Source: an optimization exercise on an open RTL-to-GDS flow (aim: small area). Production flows keep margins and buffers that such runs may drop. Where RTL was checked, it was by simulation tests only, not by an equivalence proof against the original. Power and IR drop assume default switching activity.

==> v4: inputs <==
==> flow/design.v <==
`default_nettype none
package apb_pkg;
  localparam int WAIT_CNT_W = 4;
  typedef enum logic [1:0] {
    MST_IDLE   = 2'd0,
    MST_SETUP  = 2'd1,
    MST_ACCESS = 2'd2
  } apb_mst_state_t;
  typedef enum logic [0:0] {
    IDLE   = 1'b0,
    ACCESS = 1'b1
  } apb_slv_state_t;
endpackage
`default_nettype wire
`default_nettype none
module apb_mem_array #(
  parameter int DATA_WIDTH = 32,
  parameter int RINGS      = 12
) (
  input  logic                  clk,
  input  logic                  rst_n,
  input  logic                  we,
  input  logic [3:0]            wring,
  input  logic [1:0]            wslot,
  input  logic [DATA_WIDTH-1:0] wdata,    
  input  logic                  rvalid,
  input  logic [3:0]            rring,
  input  logic [1:0]            rslot,
  output logic [DATA_WIDTH-1:0] rdata
);
  localparam int W = DATA_WIDTH;
  logic [RINGS*W-1:0] p0;
  logic [1:0]         u;           
  logic [1:0]         u_in;        
  logic [1:0]         clr_cnt;
  logic               clear;
  logic               pend;
  logic [3:0]         pend_ring;
  logic [1:0]         pend_slot;
  logic [W-1:0]       wbuf;
  logic               now_ok;      
  logic               pend_go;     
  logic [RINGS-1:0]   ins;
  logic [W-1:0]       ins_data;
  assign u_in     = u - 2'd1;
  assign clear    = !rst_n || (clr_cnt != 2'd0);
  assign now_ok   = (wslot == u_in);
  assign pend_go  = pend && (pend_slot == u_in);
  assign ins_data = clear ? '0 : wbuf;
  always_comb begin
    for (int r = 0; r < RINGS; r++) begin
      ins[r] = clear ||
               (we   && now_ok && (wring == 4'(r))) ||
               (pend_go && (pend_ring == 4'(r)));
    end
  end
  for (genvar r = 0; r < RINGS; r++) begin : g_ring
    apb_mem_ring #(.W(W)) u_ring (
      .clk  (clk),
      .ins  (ins[r]),
      .din  (ins_data),
      .pos0 (p0[r*W +: W])
    );
  end
  always_ff @(posedge clk) begin
    if (!rst_n) begin
      u       <= 2'd0;
      clr_cnt <= 2'd3;
      pend    <= 1'b0;
    end else begin
      u <= u_in;
      if (clr_cnt != 2'd0) clr_cnt <= clr_cnt - 2'd1;
      if (we && !now_ok) begin
        pend      <= 1'b1;
        pend_ring <= wring;
        pend_slot <= wslot;
      end else if (pend_go) begin
        pend <= 1'b0;
      end
    end
  end
  always_ff @(posedge clk) begin
    if (!pend || pend_go) wbuf <= wdata;
  end
  logic [W-1:0] tap;
  logic [W-1:0] rcap;
  logic         rd_hit;
  logic         hit_q;
  logic         ok_q;
  always_comb begin
    tap = '0;
    for (int r = 0; r < RINGS; r++) begin
      if (rring == 4'(r)) tap = tap | p0[r*W +: W];
    end
  end
  assign rd_hit = (rslot == u);
  always_ff @(posedge clk) begin
    if (rd_hit) rcap <= tap;
    hit_q <= (rslot == u_in);
    ok_q  <= rvalid;
  end
  assign rdata = ok_q ? (hit_q ? tap : rcap) : '0;
endmodule
module apb_mem_ring #(
  parameter int W = 32
) (
  input  logic         clk,
  input  logic         ins,
  input  logic [W-1:0] din,
  output logic [W-1:0] pos0
);
  logic [W-1:0] pos1, pos2, pos3;
  always_ff @(posedge clk) begin
    pos0 <= ins ? din : pos3;
    pos1 <= pos0;
    pos2 <= pos1;
    pos3 <= pos2;
  end
endmodule
`default_nettype wire
`default_nettype none
module apb_slave_mem #(
  parameter int ADDR_WIDTH  = 16,
  parameter int DATA_WIDTH  = 32,
  parameter int MEM_DEPTH   = 64,
  parameter int RO_BASE     = 48,
  parameter int WAIT_STATES = 2
) (
  input  logic                  pclk,
  input  logic                  preset_n,
  input  logic                  psel,
  input  logic                  penable,
  input  logic                  pwrite,
  input  logic [ADDR_WIDTH-1:0] paddr,
  input  logic [DATA_WIDTH-1:0] pwdata,
  output logic [DATA_WIDTH-1:0] prdata,
  output logic                  pready,
  output logic                  pslverr
);
  logic [1:0] cnt;
  logic       setup;
  logic       in_rw;      
  logic       in_mem;     
  logic       addr_err;
  assign setup    = psel && !penable;
  assign in_mem   = ({1'b0, paddr} < (ADDR_WIDTH+1)'(MEM_DEPTH));
  assign in_rw    = ({1'b0, paddr} < (ADDR_WIDTH+1)'(RO_BASE));
  assign addr_err = pwrite ? !in_rw : !in_mem;
  assign pready  = preset_n && psel && penable && (cnt == 2'(WAIT_STATES + 1));
  assign pslverr = addr_err;
  always_ff @(posedge pclk) begin
    if (!preset_n || !psel) begin
      cnt <= 2'd0;
    end else if (!penable) begin
      cnt <= 2'd1;
    end else if (cnt == 2'(WAIT_STATES + 1)) begin
      cnt <= 2'd0;
    end else if (cnt != 2'd0) begin
      cnt <= cnt + 2'd1;
    end
  end
  apb_mem_array #(
    .DATA_WIDTH (DATA_WIDTH),
    .RINGS      (RO_BASE / 4)
  ) u_mem (
    .clk    (pclk),
    .rst_n  (preset_n),
    .we     (pready && pwrite && in_rw),
    .wring  (paddr[5:2]),
    .wslot  (paddr[1:0]),
    .wdata  (pwdata),
    .rvalid (in_rw),
    .rring  (paddr[5:2]),
    .rslot  (paddr[1:0]),
    .rdata  (prdata)
  );
endmodule
`default_nettype wire
==> flow/run.sh <==
#!/bin/bash
# synth_recipe.tcl (not shown) runs the flow's synth.tcl, then flattens the netlist and writes it again
# the make line also repeats each setting of config.mk as NAME=value (left out here)
make -C /OpenROAD-flow-scripts/flow DESIGN_CONFIG=/design/flow/config.mk WORK_HOME=/design/flow/orfs CLKGATE_MAP_FILE= SYNTH_SCRIPT=/design/flow/synth_recipe.tcl finish
==> flow/config.mk <==
export PLATFORM = sky130hd
export DESIGN_NAME = apb_slave_mem
export DESIGN_NICKNAME = apb_slave_mem
export VERILOG_FILES = /design/flow/design.v
export SDC_FILE = /design/flow/constraint.sdc
export NUM_CORES = 4
export LEC_CHECK = 0
export CAP_MARGIN = 20
export CORE_MARGIN = 2
export CORE_UTILIZATION = 40
export SLEW_MARGIN = 20
export SYNTH_HIERARCHICAL = 1
==> flow/constraint.sdc <==
create_clock -name core_clock -period 5.0 [get_ports {pclk}]
set_input_delay 1.0000 -clock core_clock [delete_from_list [all_inputs] [get_ports {pclk}]]
set_output_delay 1.0000 -clock core_clock [all_outputs]
set_load 0.01 [all_outputs]
==> v12: changes against v4 <==
--- a/flow/design.v
+++ b/flow/design.v
@@ -31,3 +31,3 @@
   localparam int W = DATA_WIDTH;
-  logic [RINGS*W-1:0] p0;
+  logic [RINGS*W-1:0] p0, p1, p2, p3;
   logic [1:0]         u;           
@@ -35,3 +35,4 @@
   logic [1:0]         clr_cnt;
-  logic               clear;
+  logic               clear;       
+  logic [RINGS-1:0]   stale;       
   logic               pend;
@@ -45,6 +46,6 @@
   assign u_in     = u - 2'd1;
-  assign clear    = !rst_n || (clr_cnt != 2'd0);
+  assign clear    = (clr_cnt != 2'd0);
   assign now_ok   = (wslot == u_in);
   assign pend_go  = pend && (pend_slot == u_in);
-  assign ins_data = clear ? '0 : wbuf;
+  assign ins_data = wbuf;
   always_comb begin
@@ -56,9 +57,9 @@
   end
-  for (genvar r = 0; r < RINGS; r++) begin : g_ring
-    apb_mem_ring #(.W(W)) u_ring (
-      .clk  (clk),
-      .ins  (ins[r]),
-      .din  (ins_data),
-      .pos0 (p0[r*W +: W])
-    );
+  always_ff @(posedge clk) begin
+    for (int r = 0; r < RINGS; r++) begin
+      p0[r*W +: W] <= ins[r] ? ins_data : p3[r*W +: W];
+    end
+    p1 <= p0;
+    p2 <= p1;
+    p3 <= p2;
   end
@@ -66,5 +67,6 @@
     if (!rst_n) begin
-      u       <= 2'd0;
+      u       <= 2'd3;
       clr_cnt <= 2'd3;
       pend    <= 1'b0;
+      stale   <= '1;
     end else begin
@@ -72,2 +74,5 @@
       if (clr_cnt != 2'd0) clr_cnt <= clr_cnt - 2'd1;
+      for (int r = 0; r < RINGS; r++) begin
+        if (ins[r] && u_in == 2'd3) stale[r] <= 1'b0;
+      end
       if (we && !now_ok) begin
@@ -82,3 +87,4 @@
   always_ff @(posedge clk) begin
-    if (!pend || pend_go) wbuf <= wdata;
+    if (!rst_n || clr_cnt[1]) wbuf <= '0;
+    else if (!pend || pend_go) wbuf <= wdata;
   end
@@ -92,3 +98,3 @@
     for (int r = 0; r < RINGS; r++) begin
-      if (rring == 4'(r)) tap = tap | p0[r*W +: W];
+      if (rring == 4'(r) && !(rslot == 2'd3 && stale[r])) tap = tap | p0[r*W +: W];
     end
@@ -102,18 +108,2 @@
   assign rdata = ok_q ? (hit_q ? tap : rcap) : '0;
-endmodule
-module apb_mem_ring #(
-  parameter int W = 32
-) (
-  input  logic         clk,
-  input  logic         ins,
-  input  logic [W-1:0] din,
-  output logic [W-1:0] pos0
-);
-  logic [W-1:0] pos1, pos2, pos3;
-  always_ff @(posedge clk) begin
-    pos0 <= ins ? din : pos3;
-    pos1 <= pos0;
-    pos2 <= pos1;
-    pos3 <= pos2;
-  end
 endmodule
==> flow/flow/run.sh (new file) <==
#!/bin/bash
# Own layout flow: the standard ORFS flow (standard.sh), with
#  - synthesis: synth_recipe.tcl unchanged except that the final abc mapping
#    uses an area-oriented script (flow/area.abc) instead of abc_speed.script;
#    registers, flattening and renaming are as in the standard synthesis;
#  - CTS without dummy loads;
#  - CTS, port buffer and repair settings from the variables below.
# Each tool's full output stays in orfs/logs/; make's output goes to make.log.
set -euo pipefail
W=$(pwd)
mkdir -p "$W/areasynth"
# synth.tcl with its abc call replaced by flow/abc_call.tcl
awk -v f="$W/flow/abc_call.tcl" '
  /^  log_cmd abc \{\*\}\$abc_args$/ { while ((getline l < f) > 0) print l; next }
  { print }' "$FLOW_HOME/scripts/synth.tcl" > "$W/areasynth/synth_core.tcl"
grep -q AREA_ABC_SCRIPT "$W/areasynth/synth_core.tcl"
sed "s|^source \$::env(SCRIPTS_DIR)/synth.tcl\$|source $W/areasynth/synth_core.tcl|" \
  "$W/synth_recipe.tcl" > "$W/areasynth/synth.tcl"
grep -q "areasynth/synth_core.tcl" "$W/areasynth/synth.tcl"
export AREA_ABC_SCRIPT="$W/flow/area.abc"

CTS="-sink_clustering_enable -repair_clock_nets -dont_use_dummy_load"
[[ -n "${MY_CTS_EXTRA:-}" ]] && CTS="$CTS $MY_CTS_EXTRA"
source "$W/flow/knobs.sh"

bash "$W/standard.sh" \
  SYNTH_SCRIPT="$W/areasynth/synth.tcl" \
  CTS_ARGS="$CTS $CTS_EXTRA" \
  "${EXTRA_VARS[@]}" \
  finish > "$W/make.log" 2>&1
==> flow/flow/abc_call.tcl (new file) <==
  # Area-oriented mapping: the same abc arguments without the speed script
  # and delay target, and this folder's area.abc script instead.
  set area_abc_args {}
  set skip 0
  foreach a $abc_args {
    if { $skip } { set skip 0; continue }
    if { $a eq "-script" || $a eq "-D" } { set skip 1; continue }
    lappend area_abc_args $a
  }
  log_cmd abc -script $::env(AREA_ABC_SCRIPT) {*}$area_abc_args
==> flow/flow/area.abc (new file) <==
strash; dch; amap; topo
==> flow/flow/knobs.sh (new file) <==
# extra settings read by run.sh
CTS_EXTRA=""
EXTRA_VARS=()
==> flow/standard.sh (new file) <==
#!/bin/bash
# synth_recipe.tcl (not shown) runs the flow's synth.tcl, then flattens the netlist and writes it again
# the make line also repeats each setting of config.mk as NAME=value (left out here)
make -C /OpenROAD-flow-scripts/flow DESIGN_CONFIG=/design/flow/config.mk WORK_HOME=/design/flow/orfs CLKGATE_MAP_FILE= SYNTH_SCRIPT=/design/flow/synth_recipe.tcl "${@:-finish}"
SYNTH_HIERARCHICAL = default   (was 1)
removed: flow/run.sh
==> v31: changes against v4 <==
--- a/flow/design.v
+++ b/flow/design.v
@@ -31,3 +31,3 @@
   localparam int W = DATA_WIDTH;
-  logic [RINGS*W-1:0] p0;
+  logic [RINGS*W-1:0] p0, p1, p2, p3;
   logic [1:0]         u;           
@@ -35,3 +35,3 @@
   logic [1:0]         clr_cnt;
-  logic               clear;
+  logic               clear;       
   logic               pend;
@@ -40,4 +40,7 @@
   logic [W-1:0]       wbuf;
-  logic               now_ok;      
-  logic               pend_go;     
+  logic [W-1:0]       wsrc;        
+  logic               wr_act;
+  logic [3:0]         wr_ring;
+  logic [1:0]         wr_slot;
+  logic               wr_go;       
   logic [RINGS-1:0]   ins;
@@ -46,19 +49,20 @@
   assign clear    = !rst_n || (clr_cnt != 2'd0);
-  assign now_ok   = (wslot == u_in);
-  assign pend_go  = pend && (pend_slot == u_in);
-  assign ins_data = clear ? '0 : wbuf;
+  assign wr_act   = pend || we;
+  assign wr_ring  = pend ? pend_ring : wring;
+  assign wr_slot  = pend ? pend_slot : wslot;
+  assign wr_go    = wr_act && (wr_slot == u_in);
+  assign wsrc     = pend ? wbuf : wdata;
+  assign ins_data = clear ? '0 : wsrc;
   always_comb begin
     for (int r = 0; r < RINGS; r++) begin
-      ins[r] = clear ||
-               (we   && now_ok && (wring == 4'(r))) ||
-               (pend_go && (pend_ring == 4'(r)));
+      ins[r] = clear || (wr_go && (wr_ring == 4'(r)));
     end
   end
-  for (genvar r = 0; r < RINGS; r++) begin : g_ring
-    apb_mem_ring #(.W(W)) u_ring (
-      .clk  (clk),
-      .ins  (ins[r]),
-      .din  (ins_data),
-      .pos0 (p0[r*W +: W])
-    );
+  always_ff @(posedge clk) begin
+    for (int r = 0; r < RINGS; r++) begin
+      p0[r*W +: W] <= ins[r] ? ins_data : p3[r*W +: W];
+    end
+    p1 <= p0;
+    p2 <= p1;
+    p3 <= p2;
   end
@@ -72,13 +76,9 @@
       if (clr_cnt != 2'd0) clr_cnt <= clr_cnt - 2'd1;
-      if (we && !now_ok) begin
-        pend      <= 1'b1;
-        pend_ring <= wring;
-        pend_slot <= wslot;
-      end else if (pend_go) begin
-        pend <= 1'b0;
-      end
+      pend <= wr_act && !wr_go;
     end
+    pend_ring <= wr_ring;
+    pend_slot <= wr_slot;
   end
   always_ff @(posedge clk) begin
-    if (!pend || pend_go) wbuf <= wdata;
+    wbuf <= wsrc;
   end
@@ -86,5 +86,4 @@
   logic [W-1:0] rcap;
+  logic [W-1:0] rout;
   logic         rd_hit;
-  logic         hit_q;
-  logic         ok_q;
   always_comb begin
@@ -96,24 +95,8 @@
   assign rd_hit = (rslot == u);
+  assign rout = ({W{rvalid &&  rd_hit}} & tap) |
+                ({W{rvalid && !rd_hit}} & rcap);
   always_ff @(posedge clk) begin
-    if (rd_hit) rcap <= tap;
-    hit_q <= (rslot == u_in);
-    ok_q  <= rvalid;
+    rcap <= rout;
   end
-  assign rdata = ok_q ? (hit_q ? tap : rcap) : '0;
-endmodule
-module apb_mem_ring #(
-  parameter int W = 32
-) (
-  input  logic         clk,
-  input  logic         ins,
-  input  logic [W-1:0] din,
-  output logic [W-1:0] pos0
-);
-  logic [W-1:0] pos1, pos2, pos3;
-  always_ff @(posedge clk) begin
-    pos0 <= ins ? din : pos3;
-    pos1 <= pos0;
-    pos2 <= pos1;
-    pos3 <= pos2;
-  end
+  assign rdata = rout;
 endmodule
==> flow/flow/run.sh (new file) <==
#!/bin/bash
# Own layout flow: the standard ORFS flow (standard.sh), with
#  - synthesis: synth_recipe.tcl unchanged except that the final abc mapping
#    uses an area-oriented script instead of abc_speed.script; registers,
#    flattening and renaming are as in the standard synthesis. Each script
#    in flow/abc_scripts.txt is tried and the one giving the smallest
#    synthesized area is kept;
#  - CTS without dummy loads, and the CTS, port buffer and repair settings
#    in flow/knobs.sh.
# Each tool's full output stays in orfs/logs/ (the synthesis trials' logs in
# trials/); make's output goes to make.log and trials/N/make.log.
set -euo pipefail
W=$(pwd)
mkdir -p "$W/areasynth" "$W/trials"
# synth.tcl with its abc call replaced by flow/abc_call.tcl
awk -v f="$W/flow/abc_call.tcl" '
  /^  log_cmd abc \{\*\}\$abc_args$/ { while ((getline l < f) > 0) print l; next }
  { print }' "$FLOW_HOME/scripts/synth.tcl" > "$W/areasynth/synth_core.tcl"
grep -q AREA_ABC_SCRIPT "$W/areasynth/synth_core.tcl"
sed "s|^source \$::env(SCRIPTS_DIR)/synth.tcl\$|source $W/areasynth/synth_core.tcl|" \
  "$W/synth_recipe.tcl" > "$W/areasynth/synth.tcl"
grep -q "areasynth/synth_core.tcl" "$W/areasynth/synth.tcl"

CTS="-sink_clustering_enable -repair_clock_nets -dont_use_dummy_load"
source "$W/flow/knobs.sh"
REPORTS="$W/orfs/reports/$FLOW_PLATFORM/apb_slave_mem/base"

run_std() {
  bash "$W/standard.sh" \
    SYNTH_SCRIPT="$W/areasynth/synth.tcl" \
    CTS_ARGS="$CTS $CTS_EXTRA" \
    "${EXTRA_VARS[@]}" \
    "$@"
}

# Synthesis trials: one per abc script.
best=""
best_area=""
n=0
while IFS= read -r script; do
  [[ -z "$script" ]] && continue
  n=$((n + 1))
  mkdir -p "$W/trials/$n"
  printf '%s\n' "$script" > "$W/trials/$n/area.abc"
  rm -rf "$W/orfs"
  export AREA_ABC_SCRIPT="$W/trials/$n/area.abc"
  if run_std synth > "$W/trials/$n/make.log" 2>&1; then
    area=$(awk '/Chip area for module/ {a=$NF} END {print a}' "$REPORTS/synth_stat.txt")
    cp "$REPORTS/synth_stat.txt" "$W/trials/$n/"
    echo "trial $n: area $area: $script" >> "$W/trials/summary.txt"
    if [[ -n "$area" ]] && { [[ -z "$best_area" ]] || awk -v a="$area" -v b="$best_area" 'BEGIN {exit !(a < b)}'; }; then
      best=$n
      best_area=$area
    fi
  else
    echo "trial $n: failed: $script" >> "$W/trials/summary.txt"
  fi
done < "$W/flow/abc_scripts.txt"
[[ -n "$best" ]]
echo "kept trial $best ($best_area)" >> "$W/trials/summary.txt"

# The layout, with the kept script.
rm -rf "$W/orfs"
export AREA_ABC_SCRIPT="$W/trials/$best/area.abc"
run_std finish > "$W/make.log" 2>&1
==> flow/flow/abc_call.tcl (new file) <==
  # Area-oriented mapping: the same abc arguments without the speed script
  # and delay target, and this folder's area.abc script instead.
  set area_abc_args {}
  set skip 0
  foreach a $abc_args {
    if { $skip } { set skip 0; continue }
    if { $a eq "-script" || $a eq "-D" } { set skip 1; continue }
    lappend area_abc_args $a
  }
  log_cmd abc -script $::env(AREA_ABC_SCRIPT) {*}$area_abc_args
==> flow/flow/abc_scripts.txt (new file) <==
strash; dch; amap; topo
strash; dc2; dch; amap; topo
strash; dch -f; amap; topo
strash; balance; rewrite; refactor; balance; rewrite -z; refactor -z; dch; amap; topo
strash; dch; amap -F 2 -A 4; topo
strash; dc2; dch -f; amap; topo
==> flow/flow/knobs.sh (new file) <==
CTS_EXTRA="-sink_clustering_size 20 -sink_clustering_max_diameter 60 -buf_list sky130_fd_sc_hd__clkbuf_8"
EXTRA_VARS=(BUFFER_PORTS_ARGS="-buffer_cell sky130_fd_sc_hd__buf_1" REMOVE_ABC_BUFFERS=1)
==> flow/standard.sh (new file) <==
#!/bin/bash
# synth_recipe.tcl (not shown) runs the flow's synth.tcl, then flattens the netlist and writes it again
# the make line also repeats each setting of config.mk as NAME=value (left out here)
make -C /OpenROAD-flow-scripts/flow DESIGN_CONFIG=/design/flow/config.mk WORK_HOME=/design/flow/orfs CLKGATE_MAP_FILE= SYNTH_SCRIPT=/design/flow/synth_recipe.tcl "${@:-finish}"
CAP_MARGIN = 0   (was 20)
SLEW_MARGIN = 0   (was 20)
SYNTH_HIERARCHICAL = default   (was 1)
removed: flow/run.sh
==> notes <==
The lowest clock skew belongs to v4, the highest to v31. The lowest setup slack belongs to v12, the highest to v4. Against v12, the power of v4 is lower by about 2.7%. The highest hold slack belongs to v4, the lowest to v31. Of v4 and v12, v12 has the higher critical path depth (gap 6). The highest combinational power belongs to v12, the lowest to v31.
The RTL of v4 was laid out without a check of its function.

## what the ideal ports hide
The flow's constraints put no driver on any port. The routed layouts listed below were extracted and timed again, unchanged, in two steps. Step 1 (the two cells are an assumption about what drives the block):
set clk [get_ports {pclk}]
set_driving_cell -lib_cell sky130_fd_sc_hd__clkbuf_16 $clk
set_driving_cell -lib_cell sky130_fd_sc_hd__buf_2 [delete_from_list [all_inputs] $clk]
Step 2 adds t to the input delays and takes it off the output delays; t is the mean of the earliest and latest rising clock arrival at the registers after step 1. Input paths then give back, and output paths get back, about the clock's delay inside the block. a / b / c = no drivers / after step 1 / after step 2; a / b = the first two.
run | shift t [ns] | setup slack, ns | hold WS [ns] | worst setup path after step 2 | cell pins on the clock port's net
v4 | 0.794 | 0.475 / 0.444 / 0.444 | 0.307 / 0.307 / 0.307 | input to output | 1
v12 | 0.754 | 0.124 / 0.091 / 0.091 | 0.283 / 0.283 / 0.283 | input to output | 1
v31 | 0.766 | 0.288 / 0.189 / 0.189 | 0.244 / 0.244 / 0.244 | input to output | 1
After both steps every run listed still meets setup and hold. The setup slack of v31, which loses most, moves by -0.099 ns with the drivers and by -0.099 ns with both steps.
